Background: an optimization exercise with open tools, aiming at small area and a short achievable clock period. Do not read the settings as production practice.
Function was checked by simulation only, so behaviour that the tests miss may differ from the original.

## run a
==> module riscv_data_mem, before the edit <==
module riscv_data_mem (
    input  logic        clk,
    input  logic        reset,
    input  logic        MemWrite,
    input  logic [2:0]  funct3,
    input  logic [31:0] Mem_WrAddr,
    input  logic [31:0] Mem_WrData,
    output logic [31:0] ReadData,
    output logic        misaligned,
    output logic [7:0]  led,
    output logic        timer_irq
);
    logic [31:0] r_mem [64];
    logic [63:0] r_mtime;
    logic [31:0] r_mtimecmp;
    logic [7:0]  r_led;
    logic        r_irq;
    logic        hi_zero, is_ram, is_mmio;
    logic        sel_lo, sel_hi, sel_cmp, sel_stat, sel_led;
    assign hi_zero  = Mem_WrAddr[31:11] == '0;
    assign is_ram   = hi_zero && Mem_WrAddr[10:8] == 3'b000;
    assign is_mmio  = hi_zero && Mem_WrAddr[10:5] == 6'b100000;
    assign sel_lo   = is_mmio && Mem_WrAddr[4:2] == 3'd0;
    assign sel_hi   = is_mmio && Mem_WrAddr[4:2] == 3'd1;
    assign sel_cmp  = is_mmio && Mem_WrAddr[4:2] == 3'd2;
    assign sel_stat = is_mmio && Mem_WrAddr[4:2] == 3'd3;
    assign sel_led  = is_mmio && Mem_WrAddr[4:2] == 3'd4;
    logic is_byte, is_half, is_word;
    assign is_byte = funct3[1:0] == 2'b00;
    assign is_half = funct3[1:0] == 2'b01;
    assign is_word = funct3 == 3'b010;
    assign misaligned = (is_half && Mem_WrAddr[0])
                     || (is_word && (Mem_WrAddr[1:0] != 2'b00));
    logic [63:0] rsel [4];
    for (genvar c = 0; c < 4; c++) begin : g_dec
        rd_decode u_rdec (.idx(Mem_WrAddr[7:2]), .sel(rsel[c]));
    end
    logic [31:0] ram_word;
    for (genvar k = 0; k < 32; k++) begin : g_rd
        logic [63:0] col;
        for (genvar w = 0; w < 64; w++) begin : g_col
            assign col[w] = r_mem[w][k];
        end
        rd_mux64 u_mux (.sel(rsel[k / 8]), .d(col), .y(ram_word[k]));
    end
    logic [31:0] mmio_word;
    always_comb begin
        case (Mem_WrAddr[4:2])
            3'd0:    mmio_word = r_mtime[31:0];
            3'd1:    mmio_word = r_mtime[63:32];
            3'd2:    mmio_word = r_mtimecmp;
            3'd3:    mmio_word = {31'd0, r_irq};
            3'd4:    mmio_word = {24'd0, r_led};
            default: mmio_word = '0;
        endcase
    end
    rd_format u_fmt (
        .funct3(funct3), .lane(Mem_WrAddr[1:0]), .misaligned(misaligned),
        .is_ram(is_ram), .is_mmio(is_mmio), .ram_word(ram_word), .mmio_word(mmio_word),
        .rdata(ReadData)
    );
    logic        store, mmio_we;
    logic [3:0]  be;
    logic [31:0] wdata;
    logic [7:0]  wa, wb;
    assign store   = MemWrite && !misaligned && !reset;
    assign mmio_we = store && is_word;
    always_comb begin
        case (funct3)
            3'b000:  be = 4'b0001 << Mem_WrAddr[1:0];
            3'b001:  be = Mem_WrAddr[1] ? 4'b1100 : 4'b0011;
            3'b010:  be = 4'b1111;
            default: be = 4'b0000;
        endcase
        wdata[7:0]   = Mem_WrData[7:0];
        wdata[15:8]  = funct3[1:0] == 2'b00 ? Mem_WrData[7:0] : Mem_WrData[15:8];
        wdata[23:16] = funct3[1:0] == 2'b10 ? Mem_WrData[23:16] : Mem_WrData[7:0];
        wdata[31:24] = funct3[1:0] == 2'b10 ? Mem_WrData[31:24]
                     : funct3[1:0] == 2'b01 ? Mem_WrData[15:8] : Mem_WrData[7:0];
        for (int i = 0; i < 8; i++) begin
            wa[i] = store && is_ram && (Mem_WrAddr[7:5] == 3'(i));
            wb[i] = Mem_WrAddr[4:2] == 3'(i);
        end
    end
    always_ff @(posedge clk) begin
        for (int w = 0; w < 64; w++)
            for (int b = 0; b < 4; b++)
                if (wa[w / 8] && wb[w % 8] && be[b]) r_mem[w][8*b +: 8] <= wdata[8*b +: 8];
    end
    always_ff @(posedge clk or posedge reset) begin
        if (reset) begin
            r_mtime    <= '0;
            r_mtimecmp <= 32'hFFFF_FFFF;
            r_led      <= '0;
            r_irq      <= 1'b0;
        end else begin
            if (mmio_we && sel_lo)
                r_mtime <= {r_mtime[63:32], Mem_WrData};
            else if (mmio_we && sel_hi)
                r_mtime <= {Mem_WrData, r_mtime[31:0]};
            else
                r_mtime <= r_mtime + 64'd1;
            if (mmio_we && sel_cmp) r_mtimecmp <= Mem_WrData;
            if (mmio_we && sel_led) r_led      <= Mem_WrData[7:0];
            if (r_mtime[31:0] == r_mtimecmp)
                r_irq <= 1'b1;
            else if (mmio_we && sel_stat && Mem_WrData[0])
                r_irq <= 1'b0;
        end
    end
    assign led       = r_led;
    assign timer_irq = r_irq;
endmodule
Settings: LEC_CHECK=0, CAP_MARGIN=20, CORE_MARGIN=2, CORE_UTILIZATION=65, CTS_BUF_LIST=sky130_fd_sc_hd__clkbuf_16, CTS_CLUSTER_DIAMETER=60, CTS_CLUSTER_SIZE=20, SETUP_SLACK_MARGIN=3, SLEW_MARGIN=20, SYNTH_HIERARCHICAL=1, TNS_END_PERCENT=10; clock period 7.0 ns.
run.sh (not shown) runs the stock make flow with config.mk's settings and CLKGATE_MAP_FILE= SYNTH_SCRIPT=/design/flow/synth_recipe.tcl, a recipe that flattens the netlist after the stock synthesis.
> inputs changed (run a -> run b)
--- a/flow/design.v
+++ b/flow/design.v
@@ -32,6 +32,6 @@
     assign misaligned = (is_half && Mem_WrAddr[0])
                      || (is_word && (Mem_WrAddr[1:0] != 2'b00));
-    logic [63:0] rsel [4];
-    for (genvar c = 0; c < 4; c++) begin : g_dec
+    logic [63:0] rsel [8];
+    for (genvar c = 0; c < 8; c++) begin : g_dec
         rd_decode u_rdec (.idx(Mem_WrAddr[7:2]), .sel(rsel[c]));
     end
@@ -42,5 +42,5 @@
             assign col[w] = r_mem[w][k];
         end
-        rd_mux64 u_mux (.sel(rsel[k / 8]), .d(col), .y(ram_word[k]));
+        rd_mux64 u_mux (.sel(rsel[k / 4]), .d(col), .y(ram_word[k]));
     end
     logic [31:0] mmio_word;
@@ -95,10 +95,8 @@
             r_irq      <= 1'b0;
         end else begin
-            if (mmio_we && sel_lo)
-                r_mtime <= {r_mtime[63:32], Mem_WrData};
-            else if (mmio_we && sel_hi)
-                r_mtime <= {Mem_WrData, r_mtime[31:0]};
-            else
-                r_mtime <= r_mtime + 64'd1;
+            if (mmio_we && sel_lo)      r_mtime[31:0] <= Mem_WrData;
+            else if (!(mmio_we && sel_hi)) r_mtime[31:0] <= r_mtime[31:0] + 32'd1;
+            if (mmio_we && sel_hi)      r_mtime[63:32] <= Mem_WrData;
+            else if (!(mmio_we && sel_lo)) r_mtime[63:32] <= r_mtime[63:32] + {31'd0, &r_mtime[31:0]};
             if (mmio_we && sel_cmp) r_mtimecmp <= Mem_WrData;
             if (mmio_we && sel_led) r_led      <= Mem_WrData[7:0];
==> comparison <==
Run b ended up with a lower fraction of area in registers than run a did. A endpoint of the most critical setup path of ReadData[13] is what run a shows, while ReadData[16] belongs to run b. [run b] post-layout minimum cycle time rose 0.16 ns relative to run a. Run b vs run a on post-cts gate resize count: run b is the higher one. Run a → run b: post-synthesis share of cell area spent on full adders, half adders and majority gates essentially unchanged; detailed-routing iteration count for the pre-antenna-repair pass grew by 1; maximum resistive drop on vdd grew by 50 uV. Looking at met1 track demand over resource across run b and run a, the one that comes out lower is run a. In run b, the cell depth of the worst setup path came out 1 above the value in run a. When the final numbers for run b and run a were put side by side, the final clock period utilization by the worst path turned out to be greater in run b. Share of final-layout standard cells stronger than drive strength 1 down 2.2 points in run b wrt run a. Run b vs run a on non-clock buffer total of the final layout: run b is the lower one. Of run b and run a, run b shows the higher wire length of the first global-routing pass, with run a below it.

==> re-timing with driven ports <==
The results above use ideal ports. As a check the final layouts listed here were re-extracted and re-timed, cells and wires unchanged. Step 1 (the two cells are an assumption about what drives the block):
set clk [get_ports {clk}]
set_driving_cell -lib_cell sky130_fd_sc_hd__clkbuf_16 $clk
set_driving_cell -lib_cell sky130_fd_sc_hd__buf_2 [delete_from_list [all_inputs] $clk]
Step 2 times the ports against the registers' clock, not the clock port: input delays grow and output delays shrink by t, the midpoint of the rising clock arrivals with the driver on. Slacks: ideal ports / drivers / drivers and shift; pairs: ideal ports / drivers.
| run | t, ns | setup slack, ns | slew at the worst register clock pin (ns) | pins driven straight from the clock port |
|---|---|---|---|---|
| run a | 0.889 | 1.526 / 1.256 / 1.256 | 0.08 / 0.08 | 1 |
| run b | 0.881 | 1.369 / 1.155 / 1.155 | 0.09 / 0.09 | 1 |
After both steps every run listed still meets setup and hold. The setup slack of run a, which loses most, moves by -0.270 ns with the drivers and by -0.270 ns with both steps.
